This design comes from an exercise in tuning for small area, a short achievable clock period and few clock cycles per item on the open sky130 flow, not from production work.
Function was checked by simulation only, so behaviour that the tests miss may differ from the original.

// nch_complex_square
module nch_complex_square
#(
    parameter int WIDTH = 16,
    parameter int NCH   = 4,
    parameter int FRAC  = 14
) (
    input  logic                 clk,
    input  logic                 rst,
    input  logic [NCH*WIDTH-1:0] inReal,
    input  logic [NCH*WIDTH-1:0] inImag,
    input  logic                 inMode,
    input  logic                 inValid,
    output logic                 inReady,
    output logic [NCH*WIDTH-1:0] outReal,
    output logic [NCH*WIDTH-1:0] outImag,
    output logic                 outValid,
    input  logic                 outReady,
    output logic [NCH-1:0]       satFlag
);
Size in the first run: roughly 6700 cells after synthesis, roughly 570 flip-flops.
export LEC_CHECK = 0
export CAP_MARGIN = 20
export CORE_MARGIN = 2
export CORE_UTILIZATION = 40
export CTS_BUF_LIST = sky130_fd_sc_hd__clkbuf_8
export SETUP_SLACK_MARGIN = 5.0
export SLEW_MARGIN = 20
create_clock -name core_clock -period 9.0 [get_ports {clk}]
standard.sh (not shown) runs the stock make flow with config.mk's settings and CLKGATE_MAP_FILE= SYNTH_SCRIPT=/design/flow/synth_recipe.tcl, a recipe that flattens the netlist after the stock synthesis.
==> flow/flow/run.sh <==
#!/bin/bash
# Layout flow: the standard layout, with one change to synthesis: the
# coarse-to-fine synth step runs without its quick ABC pass, so that
# extract_fa sees the design's full adders as written (the ABC pass rewrites
# their polarity and leaves inverters between adders). The final ABC mapping,
# the flip-flop mapping and every later step are the standard ones.
set -euo pipefail
work=$(pwd)
# The synthesis script: the standard flow's own, with its synth wrapper adding -noabc to
# the "fine:" run only.
sed '1s/.*/proc synth {args} { if {[lsearch -exact $args "fine:"] >= 0} { yosys synth -nofsm -noshare -noabc {*}$args } else { yosys synth -nofsm -noshare {*}$args } }/' \
  "$work/synth_recipe.tcl" > "$work/noabc_synth.tcl"
grep -q 'noabc' "$work/noabc_synth.tcl"
sed "s#/synth_recipe.tcl#/noabc_synth.tcl#" "$work/standard.sh" > "$work/noabc_standard.sh"
grep -q 'noabc_synth.tcl' "$work/noabc_standard.sh"
bash "$work/noabc_standard.sh" finish > "$work/flow_make.log" 2>&1
The first run completed with no timing, DRC or antenna violations.
Testbench counts at the start, summed over its fixed seeds: cycles 12,024, items 12,000.
Rerun with:
CTS_BUF_LIST = unset   (was sky130_fd_sc_hd__clkbuf_8)
Effect:
- worst hold slack gets better by 0.011 ns
- routed wire length goes down slightly
- count of clock-buffer cells in the layout goes down by 22
- die area stays the same
- global-route usage barely changes
- non-clock buffer count goes down by 23
- setup slack gets worse by 0.017 ns

---

the reference run:
Another version of the RTL of nch_complex_square (not shown whole).
Size: ~7,500 cells after synthesis, ~630 flip-flops, ~270 I/O pins.
// nch_complex_square
module nch_complex_square
#(
    parameter int WIDTH = 16,
    parameter int NCH   = 4,
    parameter int FRAC  = 14
) (
    input  logic                 clk,
    input  logic                 rst,
    input  logic [NCH*WIDTH-1:0] inReal,
    input  logic [NCH*WIDTH-1:0] inImag,
    input  logic                 inMode,
    input  logic                 inValid,
    output logic                 inReady,
    output logic [NCH*WIDTH-1:0] outReal,
    output logic [NCH*WIDTH-1:0] outImag,
    output logic                 outValid,
    input  logic                 outReady,
    output logic [NCH-1:0]       satFlag
);
==> flow/config.mk <==
export PLATFORM = sky130hd
export DESIGN_NAME = nch_complex_square
export DESIGN_NICKNAME = nch_complex_square
export VERILOG_FILES = /design/flow/design.v
export SDC_FILE = /design/flow/constraint.sdc
export NUM_CORES = 4
export LEC_CHECK = 0
export CAP_MARGIN = 20
export CORE_MARGIN = 2
export CORE_UTILIZATION = 40
export SLEW_MARGIN = 20
==> flow/constraint.sdc <==
create_clock -name core_clock -period 9.0 [get_ports {clk}]
set_input_delay 1.8000 -clock core_clock [delete_from_list [all_inputs] [get_ports {clk}]]
set_output_delay 1.8000 -clock core_clock [all_outputs]
set_load 0.01 [all_outputs]
run.sh (not shown) runs the stock make flow with config.mk's settings and CLKGATE_MAP_FILE= SYNTH_SCRIPT=/design/flow/synth_recipe.tcl, a recipe that flattens the netlist after the stock synthesis.
Stock flow here: none of the scripts above is used.
The reference run finished end to end and its layout was clean on timing, DRC and antenna.
Testbench counts of the reference run, summed over its fixed seeds: cycles 12,024, items 12,000.
[inputs] the trial run vs the reference run
- SETUP_SLACK_MARGIN: unset -> 4.5
On global-route total usage across every layer, the reference run and the trial run are basically level.
On clock distribution area overhead in the final layout, the trial run tracks the reference run almost exactly.
Compared the trial run against the reference run.
Of the two values seen for startpoint of the worst setup timing path, s1Real[48]$_DFFE_PP_ was produced by the trial run and outReady by the reference run.

---

## amber
nch_complex_square, a different RTL version from the one above (not shown whole).
Size: about 6700 cells after synthesis, ~0.077 mm^2 of cells after synthesis.
==> flow/config.mk <==
export PLATFORM = sky130hd
export DESIGN_NAME = nch_complex_square
export DESIGN_NICKNAME = nch_complex_square
export VERILOG_FILES = /design/flow/design.v
export SDC_FILE = /design/flow/constraint.sdc
export NUM_CORES = 4
export LEC_CHECK = 0
export CAP_MARGIN = 20
export CORE_MARGIN = 2
export CORE_UTILIZATION = 40
export SETUP_SLACK_MARGIN = 5.0
export SLEW_MARGIN = 20
export TNS_END_PERCENT = 0
==> flow/constraint.sdc <==
create_clock -name core_clock -period 9.0 [get_ports {clk}]
set_input_delay 1.8000 -clock core_clock [delete_from_list [all_inputs] [get_ports {clk}]]
set_output_delay 1.8000 -clock core_clock [all_outputs]
set_load 0.01 [all_outputs]
standard.sh (not shown) runs the stock make flow with config.mk's settings and CLKGATE_MAP_FILE= SYNTH_SCRIPT=/design/flow/synth_recipe.tcl, a recipe that flattens the netlist after the stock synthesis.
==> flow/flow/run.sh <==
#!/bin/bash
# Layout flow: the standard layout, with two changes:
# - synthesis: the coarse-to-fine synth step runs without its quick ABC pass,
#   so that extract_fa sees the design's full adders as written (the ABC pass
#   rewrites their polarity and leaves inverters between adders). The final
#   ABC mapping, the flip-flop mapping and the rest are the standard ones.
# - placement: every input and output port still gets its buffer, but a plain
#   buf_1 (resized later where timing needs it) instead of the delay cell
#   clkdlybuf4s50_1 that buffer_ports picks by default.
set -euo pipefail
work=$(pwd)
# The synthesis script: the standard flow's own, with its synth wrapper adding -noabc to
# the "fine:" run only.
sed '1s/.*/proc synth {args} { if {[lsearch -exact $args "fine:"] >= 0} { yosys synth -nofsm -noshare -noabc {*}$args } else { yosys synth -nofsm -noshare {*}$args } }/' \
  "$work/synth_recipe.tcl" > "$work/noabc_synth.tcl"
grep -q 'noabc' "$work/noabc_synth.tcl"
sed "s#/synth_recipe.tcl#/noabc_synth.tcl#" "$work/standard.sh" > "$work/noabc_standard.sh"
grep -q 'noabc_synth.tcl' "$work/noabc_standard.sh"
bash "$work/noabc_standard.sh" "BUFFER_PORTS_ARGS=-buffer_cell sky130_fd_sc_hd__buf_1" finish > "$work/flow_make.log" 2>&1
amber was carried through to the last stage, and its layout satisfied the timing, DRC and antenna checks.
Testbench counts of amber, summed over its fixed seeds: cycles 12,024, items 12,000.
The inputs of tundra differ from those of amber as listed below.
Settings: a deleted TNS_END_PERCENT that had been 0.
[summary]
- Slack of the worst reg-to-reg path: amber and tundra compared, higher one is tundra
- The run showing the greater cell area after layout is tundra.
- Diode insertion count for antenna repair came out lower on tundra than on amber.
Changes in harbor relative to tundra:
Settings: TNS_END_PERCENT: unset -> 0; SETUP_SLACK_MARGIN: 5.0 -> 4.85.
## What came out
Of the two candidates, tundra has the worse total number of vias and harbor the better one.
Higher wire length of the first global-routing pass was reported by tundra, not harbor.
From tundra to harbor, xor and xnor fraction of the mapped netlist area did not move at all.
| post-CTS repair timing setup buffer count | higher: tundra |
harbor against tundra: setup slack down 0.13 ns; final design utilization down 3.3 points; cell area down 6.9%; register-to-register slack down 0.13 ns.
The inputs of pepper differ from those of harbor as listed below.
Settings: TNS_END_PERCENT no longer set, was 0; SETUP_SLACK_MARGIN now 5.0, was 4.85.
==> flow/flow/run.sh <==
#!/bin/bash
# Layout flow: the standard layout, with one change to synthesis: the
# coarse-to-fine synth step runs without its quick ABC pass, so that
# extract_fa sees the design's full adders as written (the ABC pass rewrites
# their polarity and leaves inverters between adders). The final ABC mapping,
# the flip-flop mapping and every later step are the standard ones.
set -euo pipefail
work=$(pwd)
# The synthesis script: the standard flow's own, with its synth wrapper adding -noabc to
# the "fine:" run only.
sed '1s/.*/proc synth {args} { if {[lsearch -exact $args "fine:"] >= 0} { yosys synth -nofsm -noshare -noabc {*}$args } else { yosys synth -nofsm -noshare {*}$args } }/' \
  "$work/synth_recipe.tcl" > "$work/noabc_synth.tcl"
grep -q 'noabc' "$work/noabc_synth.tcl"
sed "s#/synth_recipe.tcl#/noabc_synth.tcl#" "$work/standard.sh" > "$work/noabc_standard.sh"
grep -q 'noabc_synth.tcl' "$work/noabc_standard.sh"
bash "$work/noabc_standard.sh" finish > "$work/flow_make.log" 2>&1
[summary]
- Summary of pepper over harbor: number of gates given a new drive strength after cts moved up; highest fanout seen on the critical path now sits lower; post-route fraction of the period consumed by the critical path has decreased; worst hold slack went up 0.012 ns.
- On wire length: between harbor and pepper, it ends up higher for pepper.
- pepper vs harbor — global-route usage over all layers rose 1.6 points.
- pepper vs harbor: cell area after layout up by a little under 10%
Inputs modified between pepper and cedar:
Settings: SETUP_SLACK_MARGIN now 4.85, was 5.0; GPL_TIMING_DRIVEN now 0, previously not set.
-- flow/flow/run.sh --
<<< pepper, line 2
# Layout flow: the standard layout, with one change to synthesis: the
# coarse-to-fine synth step runs without its quick ABC pass, so that
# extract_fa sees the design's full adders as written (the ABC pass rewrites
# their polarity and leaves inverters between adders). The final ABC mapping,
# the flip-flop mapping and every later step are the standard ones.
>>> cedar, line 2
# Layout flow: the standard layout, with two changes:
# - synthesis: the coarse-to-fine synth step runs without its quick ABC pass,
#   so that extract_fa sees the design's full adders as written (the ABC pass
#   rewrites their polarity and leaves inverters between adders). The final
#   ABC mapping, the flip-flop mapping and the rest are the standard ones.
# - placement: every input and output port still gets its buffer, but a plain
#   buf_1 (resized later where timing needs it) instead of the delay cell
#   clkdlybuf4s50_1 that buffer_ports picks by default.
<<< pepper, line 16
bash "$work/noabc_standard.sh" finish > "$work/flow_make.log" 2>&1
>>> cedar, line 19
bash "$work/noabc_standard.sh" "BUFFER_PORTS_ARGS=-buffer_cell sky130_fd_sc_hd__buf_1" finish > "$work/flow_make.log" 2>&1
## What came out
- Diff pepper -> cedar: final cell count increased 245, final design instance area without fill went down by about 2.5%, number of vias per cell -0.059, instance area after placement fell about 0.5%.
- Taking cedar over pepper, the final weighted congestion of routability-driven global placement ratio works out to 1.13.
- Relative to pepper, cedar degrades global-route wire length before repair.
- The higher delay of the slowest cell on the worst path came out of pepper.
- Re area growth from synthesis to final layout: pepper was higher than cedar.
The inputs of fjord differ from those of cedar as listed below.
Settings: GPL_TIMING_DRIVEN: 0 -> unset.
==> flow/flow/run.sh <==
#!/bin/bash
set -euo pipefail
work=$(pwd)
# The synthesis script: the standard flow's own, with its synth wrapper adding -noabc to
# the "fine:" run only.
sed '1s/.*/proc synth {args} { if {[lsearch -exact $args "fine:"] >= 0} { yosys synth -nofsm -noshare -noabc {*}$args } else { yosys synth -nofsm -noshare {*}$args } }/' \
  "$work/synth_recipe.tcl" > "$work/noabc_synth.tcl"
grep -q 'noabc' "$work/noabc_synth.tcl"
sed "s#/synth_recipe.tcl#/noabc_synth.tcl#" "$work/standard.sh" > "$work/noabc_standard.sh"
grep -q 'noabc_synth.tcl' "$work/noabc_standard.sh"
bash "$work/noabc_standard.sh" "BUFFER_PORTS_ARGS=-buffer_cell sky130_fd_sc_hd__buf_1" SKIP_GATE_CLONING=1 finish > "$work/flow_make.log" 2>&1
[summary]
fjord against cedar: share of the final layout cell area in multi-input gates now sits higher. Utilization came out lower on fjord than on cedar. Cmp cedar and fjord / met3 usage / higher: cedar. Of cedar and fjord, the run reporting the higher clock skew was fjord. Sort cedar and fjord by final clock period utilization by the worst path, descending, and cedar comes first. | sequential share of layout area | higher: fjord |. Weighted congestion at the end of routability-driven global placement delta for fjord relative to cedar: about 10% lower. In the reports for cedar and fjord, the smaller overall routed net length belongs to fjord. More vias were needed by cedar than by fjord.

separate check: timing with driven ports:
No port has a modelled driver above. Below, the same layouts with a new extraction and two added sets of constraints.
Step 1 assumes that a clkbuf_16 drives the clock port and a buf_2 every other input.
Step 2 also shifts input and output timing later by t, the mid clock arrival at the registers, as if the neighbouring blocks saw the same clock.
Three values: ideal ports, drivers, drivers and shift; two values: the first two.
run	t, ns	slack for setup (ns)	worst register clock-pin slew, ns	worst data-port slew with drivers (ns)	cell pins on the clock port's net
the first run of note 1	0.940	4.763 / 4.763 / 4.357	0.07 / 0.07	0.10	1
the second run of note 1	0.784	4.746 / 4.746 / 4.475	0.07 / 0.07	0.08	1
the reference run	0.798	3.559 / 3.538 / 3.538	0.08 / 0.08	0.08	1
the trial run	0.800	4.626 / 4.626 / 4.043	0.08 / 0.08	0.08	1
amber	0.811	4.781 / 4.743 / 4.536	0.07 / 0.07	0.11	1
tundra	0.806	4.859 / 4.820 / 4.481	0.07 / 0.07	0.10	1
harbor	0.806	4.731 / 4.710 / 4.432	0.06 / 0.06	0.13	1
pepper	0.792	4.868 / 4.836 / 4.316	0.07 / 0.07	0.11	1
cedar	0.812	4.579 / 4.541 / 4.541	0.06 / 0.06	0.07	1
fjord	0.813	4.861 / 4.836 / 4.393	0.07 / 0.07	0.14	1
After both steps setup and hold are still met in every run listed. For the trial run, which loses most, drivers alone change the setup slack by 0.000 ns; drivers and shift together by -0.583 ns.
